This design comes from an exercise in tuning for small area, a short achievable clock period and few clock cycles per item on the open sky130 flow, not from production work.
At most, simulation tests tie the RTL to the original design; equivalence was not proved.

==> trial 49: inputs <==
==> flow/design.v (excerpt) <==
module fm_frontend_top (
    input  logic                 clock,
    input  logic                 i_rst_n,
    input  logic                 i_in_wr_en,
    input  fm_sample_pkg::byte_t i_in_din,
    output logic                 o_in_full,
    input  logic                 i_out_rd_en,
    output fm_sample_pkg::iq_t   o_out_iq,
    output logic                 o_out_empty
);
    localparam int TAPS = 20;
    localparam int RING = 4 * (TAPS - 1);
    logic       full_q;          
    logic       fresh_q;         
    logic       sv_q;            
    logic [7:0] s_q;
    logic [1:0] nl_q;            
    logic [1:0] ln_q;            
    logic [6:0] p_q;             
    logic       u_q;             
    logic       lr_q;            
    logic       hi_q;            
    logic [4:0]      nm_q;
    logic [1:0]      nr_q;
    logic [TAPS-2:0] mask_q;
    logic [6:0]      p_n;
    logic [4:0]      nm_n;
    logic [TAPS-2:0] nt_n;           
    logic [1:0]      nr_n;
    logic            mc_n;
    logic [19:0] sum;
    logic [19:0] lo_q;           
    logic [26:0] pi_q;           
    logic [26:0] ori_q, orq_q;
    logic        ov_q;
    logic        accept, pop;
    logic [26:0] y;
    logic        land;
    logic        f00, f01, f10, f11, ring_ok;
    assign accept = i_in_wr_en && !full_q;
    assign pop    = i_out_rd_en && ov_q;
  ...
==> module fm_frontend_top, before the edit <==
module fm_frontend_top (
    input  logic                 clock,
    input  logic                 i_rst_n,
    input  logic                 i_in_wr_en,
    input  fm_sample_pkg::byte_t i_in_din,
    output logic                 o_in_full,
    input  logic                 i_out_rd_en,
    output fm_sample_pkg::iq_t   o_out_iq,
    output logic                 o_out_empty
);
    localparam int TAPS = 20;
    localparam int RING = 4 * (TAPS - 1);
    logic       full_q;          
    logic       fresh_q;         
    logic       sv_q;            
    logic [7:0] s_q;
    logic [1:0] nl_q;            
    logic [1:0] ln_q;            
    logic [6:0] p_q;             
    logic       u_q;             
    logic       lr_q;            
    logic       hi_q;            
    logic [4:0]      nm_q;
    logic [1:0]      nr_q;
    logic [TAPS-2:0] mask_q;
    logic [6:0]      p_n;
    logic [4:0]      nm_n;
    logic [TAPS-2:0] nt_n;           
    logic [1:0]      nr_n;
    logic            mc_n;
    logic [19:0] sum;
    logic [19:0] lo_q;           
    logic [26:0] pi_q;           
    logic [26:0] ori_q, orq_q;
    logic        ov_q;
    logic        accept, pop;
    logic [26:0] y;
    logic        land;
    logic        f00, f01, f10, f11, ring_ok;
    assign accept = i_in_wr_en && !full_q;
    assign pop    = i_out_rd_en && ov_q;
    assign p_n  = (sv_q || accept || p_q == 7'(RING - 1)) ? 7'd0 : p_q + 7'd1;
    assign nr_n = nr_q + {1'b0, sv_q};
    assign nm_n = (sv_q && nr_q == 2'd3 && nm_q != 5'(TAPS - 1)) ? nm_q + 5'd1 : nm_q;
    for (genvar j = 0; j < TAPS - 1; j++) begin : g_nt
        assign nt_n[j] = (nm_n > 5'(j));
    end
    assign mc_n = (p_n == 7'(RING - 1)) ? (nr_n == 2'd3)
                : (p_n == 7'(RING - 2)) ? 1'b0
                : nr_n[1];
    channel_fir fir_inst (
        .clock  (clock),
        .i_sv   (sv_q),
        .i_s    (s_q),
        .i_din  (i_in_din),
        .i_mask (mask_q),
        .i_hi0  (!lr_q),
        .i_hi1  (nl_q[0]),
        .i_hi   (hi_q),
        .i_lo_hi(lo_q[19:8]),
        .o_sum  (sum)
    );
    assign y    = {sum[18:0], lo_q[7:0]};
    assign land = sv_q && (ln_q == 2'd3);
    assign ring_ok = fresh_q || (!sv_q && p_q == 7'(RING - 2));
    assign f00 = !ring_ok || (nl_q == 2'd3 && u_q);
    assign f01 = !ring_ok;
    assign f10 = (nl_q == 2'd2) && u_q;
    assign f11 = 1'b0;
    always_ff @(posedge clock) begin
        s_q  <= i_in_din;
        ln_q <= nl_q;
        hi_q <= nl_q[0];
        if (sv_q && !ln_q[0]) lo_q <= sum;
        if (sv_q && ln_q == 2'd1) pi_q <= y;
        if (land) begin
            ori_q <= pi_q;
            orq_q <= y;
        end
    end
    always_ff @(posedge clock) begin
        if (!i_rst_n) begin
            full_q  <= 1'b0;
            fresh_q <= 1'b1;
            sv_q    <= 1'b0;
            nl_q    <= 2'd0;
            p_q     <= 7'd0;
            u_q     <= 1'b0;
            lr_q    <= 1'b0;
            nm_q    <= 5'd0;
            nr_q    <= 2'd0;
            mask_q  <= '0;
            ov_q    <= 1'b0;
        end else begin
            sv_q    <= accept;
            fresh_q <= fresh_q && !accept;
            if (accept) nl_q <= nl_q + 2'd1;
            p_q     <= p_n;
            if (accept && nl_q == 2'd3) u_q <= 1'b1;
            else if (pop) u_q <= 1'b0;
            full_q  <= accept ? (pop ? f11 : f10) : (pop ? f01 : f00);
            lr_q    <= sv_q ? ln_q[0] : !lr_q;
            nr_q    <= nr_n;
            nm_q    <= nm_n;
            mask_q  <= nt_n | ({nt_n[TAPS-3:0], 1'b1} & {(TAPS-1){mc_n}});
            if (land) ov_q <= 1'b1;
            else if (pop) ov_q <= 1'b0;
        end
    end
    assign o_in_full   = full_q;
    assign o_out_empty = !ov_q;
    assign o_out_iq    = {{5{ori_q[26]}}, ori_q, {5{orq_q[26]}}, orq_q};
endmodule
export LEC_CHECK = 0
export CAP_MARGIN = 20
export CORE_MARGIN = 2
export CORE_UTILIZATION = 65
export CTS_BUF_LIST = sky130_fd_sc_hd__clkbuf_16
export CTS_CLUSTER_DIAMETER = 100
export CTS_CLUSTER_SIZE = 30
export PLACE_DENSITY = 0.8
export SLEW_MARGIN = 20
export SYNTH_HIERARCHICAL = 1
export SYNTH_MINIMUM_KEEP_SIZE = 0
create_clock -name core_clock -period 12.0 [get_ports {clock}]
standard.sh (not shown) runs the stock make flow with config.mk's settings and CLKGATE_MAP_FILE= SYNTH_SCRIPT=/design/flow/synth_recipe.tcl, a recipe that flattens the netlist after the stock synthesis.
==> flow/flow/run.sh <==
#!/bin/bash
# The standard layout, with the port buffers the standard flow's flow inserts made
# from a plain buffer cell instead of the default pick (a delay buffer),
# and the timing repair steps aiming at a setup slack of 8.4 ns.
set -euo pipefail
bash standard.sh BUFFER_PORTS_ARGS="-buffer_cell sky130_fd_sc_hd__buf_2" SETUP_SLACK_MARGIN=8.4 finish > standard.log 2>&1
==> build 82: changes against trial 49 <==
--- a/flow/design.v
+++ b/flow/design.v
@@ -1142,12 +1142,11 @@
     logic       u_q;             
     logic       lr_q;            
     logic       hi_q;            
-    logic [4:0]      nm_q;
+    logic [TAPS-2:0] nt_q;
     logic [1:0]      nr_q;
     logic [TAPS-2:0] mask_q;
     logic [6:0]      p_n;
-    logic [4:0]      nm_n;
-    logic [TAPS-2:0] nt_n;           
+    logic [TAPS-2:0] nt_n;
     logic [1:0]      nr_n;
     logic            mc_n;
     logic [19:0] sum;
@@ -1163,10 +1162,7 @@
     assign pop    = i_out_rd_en && ov_q;
     assign p_n  = (sv_q || accept || p_q == 7'(RING - 1)) ? 7'd0 : p_q + 7'd1;
     assign nr_n = nr_q + {1'b0, sv_q};
-    assign nm_n = (sv_q && nr_q == 2'd3 && nm_q != 5'(TAPS - 1)) ? nm_q + 5'd1 : nm_q;
-    for (genvar j = 0; j < TAPS - 1; j++) begin : g_nt
-        assign nt_n[j] = (nm_n > 5'(j));
-    end
+    assign nt_n = (sv_q && nr_q == 2'd3) ? {nt_q[TAPS-3:0], 1'b1} : nt_q;
     assign mc_n = (p_n == 7'(RING - 1)) ? (nr_n == 2'd3)
                 : (p_n == 7'(RING - 2)) ? 1'b0
                 : nr_n[1];
@@ -1209,7 +1205,7 @@
             p_q     <= 7'd0;
             u_q     <= 1'b0;
             lr_q    <= 1'b0;
-            nm_q    <= 5'd0;
+            nt_q    <= '0;
             nr_q    <= 2'd0;
             mask_q  <= '0;
             ov_q    <= 1'b0;
@@ -1223,7 +1219,7 @@
             full_q  <= accept ? (pop ? f11 : f10) : (pop ? f01 : f00);
             lr_q    <= sv_q ? ln_q[0] : !lr_q;
             nr_q    <= nr_n;
-            nm_q    <= nm_n;
+            nt_q    <= nt_n;
             mask_q  <= nt_n | ({nt_n[TAPS-3:0], 1'b1} & {(TAPS-1){mc_n}});
             if (land) ov_q <= 1'b1;
             else if (pop) ov_q <= 1'b0;
==> flow/flow/run.sh (replaced) <==
#!/bin/bash
# The standard layout, with the port buffers the standard flow's flow inserts made
# from a plain buffer cell instead of the default pick (a delay buffer).
set -euo pipefail
bash standard.sh BUFFER_PORTS_ARGS="-buffer_cell sky130_fd_sc_hd__buf_2" finish > standard.log 2>&1
--- a/flow/config.mk
+++ b/flow/config.mk
@@ -7,11 +7,10 @@
 export LEC_CHECK = 0
 export CAP_MARGIN = 20
 export CORE_MARGIN = 2
-export CORE_UTILIZATION = 65
+export CORE_UTILIZATION = 40
 export CTS_BUF_LIST = sky130_fd_sc_hd__clkbuf_16
 export CTS_CLUSTER_DIAMETER = 100
 export CTS_CLUSTER_SIZE = 30
-export PLACE_DENSITY = 0.8
 export SLEW_MARGIN = 20
 export SYNTH_HIERARCHICAL = 1
 export SYNTH_MINIMUM_KEEP_SIZE = 0
==> trial 19: changes against trial 49 <==
--- a/flow/design.v
+++ b/flow/design.v
@@ -1142,14 +1142,10 @@
     logic       u_q;             
     logic       lr_q;            
     logic       hi_q;            
-    logic [4:0]      nm_q;
+    logic [TAPS-2:0] nt_q;
     logic [1:0]      nr_q;
-    logic [TAPS-2:0] mask_q;
-    logic [6:0]      p_n;
-    logic [4:0]      nm_n;
-    logic [TAPS-2:0] nt_n;           
-    logic [1:0]      nr_n;
-    logic            mc_n;
+    logic [TAPS-2:0] mask;
+    logic            mc;
     logic [19:0] sum;
     logic [19:0] lo_q;           
     logic [26:0] pi_q;           
@@ -1161,21 +1157,16 @@
     logic        f00, f01, f10, f11, ring_ok;
     assign accept = i_in_wr_en && !full_q;
     assign pop    = i_out_rd_en && ov_q;
-    assign p_n  = (sv_q || accept || p_q == 7'(RING - 1)) ? 7'd0 : p_q + 7'd1;
-    assign nr_n = nr_q + {1'b0, sv_q};
-    assign nm_n = (sv_q && nr_q == 2'd3 && nm_q != 5'(TAPS - 1)) ? nm_q + 5'd1 : nm_q;
-    for (genvar j = 0; j < TAPS - 1; j++) begin : g_nt
-        assign nt_n[j] = (nm_n > 5'(j));
-    end
-    assign mc_n = (p_n == 7'(RING - 1)) ? (nr_n == 2'd3)
-                : (p_n == 7'(RING - 2)) ? 1'b0
-                : nr_n[1];
+    assign mc = (p_q == 7'(RING - 1)) ? (nr_q == 2'd3)
+              : (p_q == 7'(RING - 2)) ? 1'b0
+              : nr_q[1];
+    assign mask = nt_q | ({nt_q[TAPS-3:0], 1'b1} & {(TAPS-1){mc}});
     channel_fir fir_inst (
         .clock  (clock),
         .i_sv   (sv_q),
         .i_s    (s_q),
         .i_din  (i_in_din),
-        .i_mask (mask_q),
+        .i_mask (mask),
         .i_hi0  (!lr_q),
         .i_hi1  (nl_q[0]),
         .i_hi   (hi_q),
@@ -1209,22 +1200,23 @@
             p_q     <= 7'd0;
             u_q     <= 1'b0;
             lr_q    <= 1'b0;
-            nm_q    <= 5'd0;
+            nt_q    <= '0;
             nr_q    <= 2'd0;
-            mask_q  <= '0;
             ov_q    <= 1'b0;
         end else begin
             sv_q    <= accept;
             fresh_q <= fresh_q && !accept;
             if (accept) nl_q <= nl_q + 2'd1;
-            p_q     <= p_n;
+            if (sv_q || accept || p_q == 7'(RING - 1)) p_q <= 7'd0;
+            else p_q <= p_q + 7'd1;
             if (accept && nl_q == 2'd3) u_q <= 1'b1;
             else if (pop) u_q <= 1'b0;
             full_q  <= accept ? (pop ? f11 : f10) : (pop ? f01 : f00);
             lr_q    <= sv_q ? ln_q[0] : !lr_q;
-            nr_q    <= nr_n;
-            nm_q    <= nm_n;
-            mask_q  <= nt_n | ({nt_n[TAPS-3:0], 1'b1} & {(TAPS-1){mc_n}});
+            if (sv_q) begin
+                nr_q <= nr_q + 2'd1;
+                if (nr_q == 2'd3) nt_q <= {nt_q[TAPS-3:0], 1'b1};
+            end
             if (land) ov_q <= 1'b1;
             else if (pop) ov_q <= 1'b0;
         end
==> flow/flow/run.sh (replaced) <==
#!/bin/bash
# The standard layout, with the port buffers the standard flow's flow inserts made
# from a plain buffer cell instead of the default pick (a delay buffer).
set -euo pipefail
bash standard.sh BUFFER_PORTS_ARGS="-buffer_cell sky130_fd_sc_hd__buf_2" finish > standard.log 2>&1
--- a/flow/config.mk
+++ b/flow/config.mk
@@ -7,11 +7,10 @@
 export LEC_CHECK = 0
 export CAP_MARGIN = 20
 export CORE_MARGIN = 2
-export CORE_UTILIZATION = 65
+export CORE_UTILIZATION = 40
 export CTS_BUF_LIST = sky130_fd_sc_hd__clkbuf_16
 export CTS_CLUSTER_DIAMETER = 100
 export CTS_CLUSTER_SIZE = 30
-export PLACE_DENSITY = 0.8
 export SLEW_MARGIN = 20
 export SYNTH_HIERARCHICAL = 1
 export SYNTH_MINIMUM_KEEP_SIZE = 0
==> impl_metrics.toml <==
[floorplan]
die_y_um = 218.1

[worst_setup_path]
r2r_end = "fir_inst.pa_q[69]$_DFF_P_"
crit_path_end_kind = "primary output"
path_depth = 1

[clock_tree]
cts_resized = 57

[status]
outcome = "complete, no violations"

[yosys]
synth-simple-area-share_pct = 5.116
muxShareOfSynthArea_pct = 0.4411

[global_routing]
grt_use_total_pct = 24.32
Source of the figures above: trial 49

==> impl_metrics.toml <==
[placed_design]
place_area_um2 = 31160

[status]
outcome = "complete, no violations"

[hold_path]
holdPathStages = 0

[clock_tree]
hold_buffers = 0
cts_resized = 0

[worst_setup_path]
crit_path_end_kind = "register"
r2r_end = "fir_inst.pa_q[96]$_DFF_P_"
cp-start-kind = "register"

[yosys]
muxShareOfSynthArea_pct = 0.3708

[drt]
wl_um = 56760

[floorplan]
die_y_um = 276.4

[global_routing]
grt_use_total_pct = 14.99

[layout]
layout-drive-gt1-share_pct = 7.532
Source of the figures above: trial 19

==> impl_metrics.toml <==
[status]
outcome = "complete, no violations"

[yosys]
synth-simple-area-share_pct = 4.757

[floorplan]
core.rowCount = 100
die_y_um = 278.1

[worst_setup_path]
path_depth = 10
r2r_end = "fir_inst.pa_q[75]$_DFF_P_"
endpoint = "fir_inst.pa_q[75]$_DFF_P_"
crit_path_end_kind = "register"

[global_routing]
grt_use_total_pct = 14.62

[clock_tree]
cts_resized = 0
Source of the figures above: build 82

Testbench counts of trial 49, summed over its fixed seeds: cycles 8,208, items 2,048.
Testbench counts of build 82, summed over its fixed seeds: cycles 8,208, items 2,048.
For trial 19, only the layout was checked, not whether the RTL still works.

-- port drivers added, routing unchanged --
No port has a modelled driver above. Below, the same layouts with a new extraction and two added sets of constraints. Step 1, drivers: a clkbuf_16 drives clock and a buf_2 each remaining input, both assumed. Step 2, shift: input delay + t, output delay - t, t = (earliest + latest rising clock arrival at the registers) / 2. This alone moves slack from input paths to output paths. a / b / c = no drivers / after step 1 / after step 2; a / b = the first two.
run	t, ns	setup slack, ns	pins driven straight from the clock port
trial 49	0.632	8.388 / 8.336 / 7.952	1
build 82	0.648	8.179 / 8.179 / 7.757	1
trial 19	0.641	6.345 / 6.345 / 6.345	1
After both steps setup and hold are still met in every run listed. The setup slack of trial 49, which loses most, moves by -0.052 ns with the drivers and by -0.436 ns with both steps.
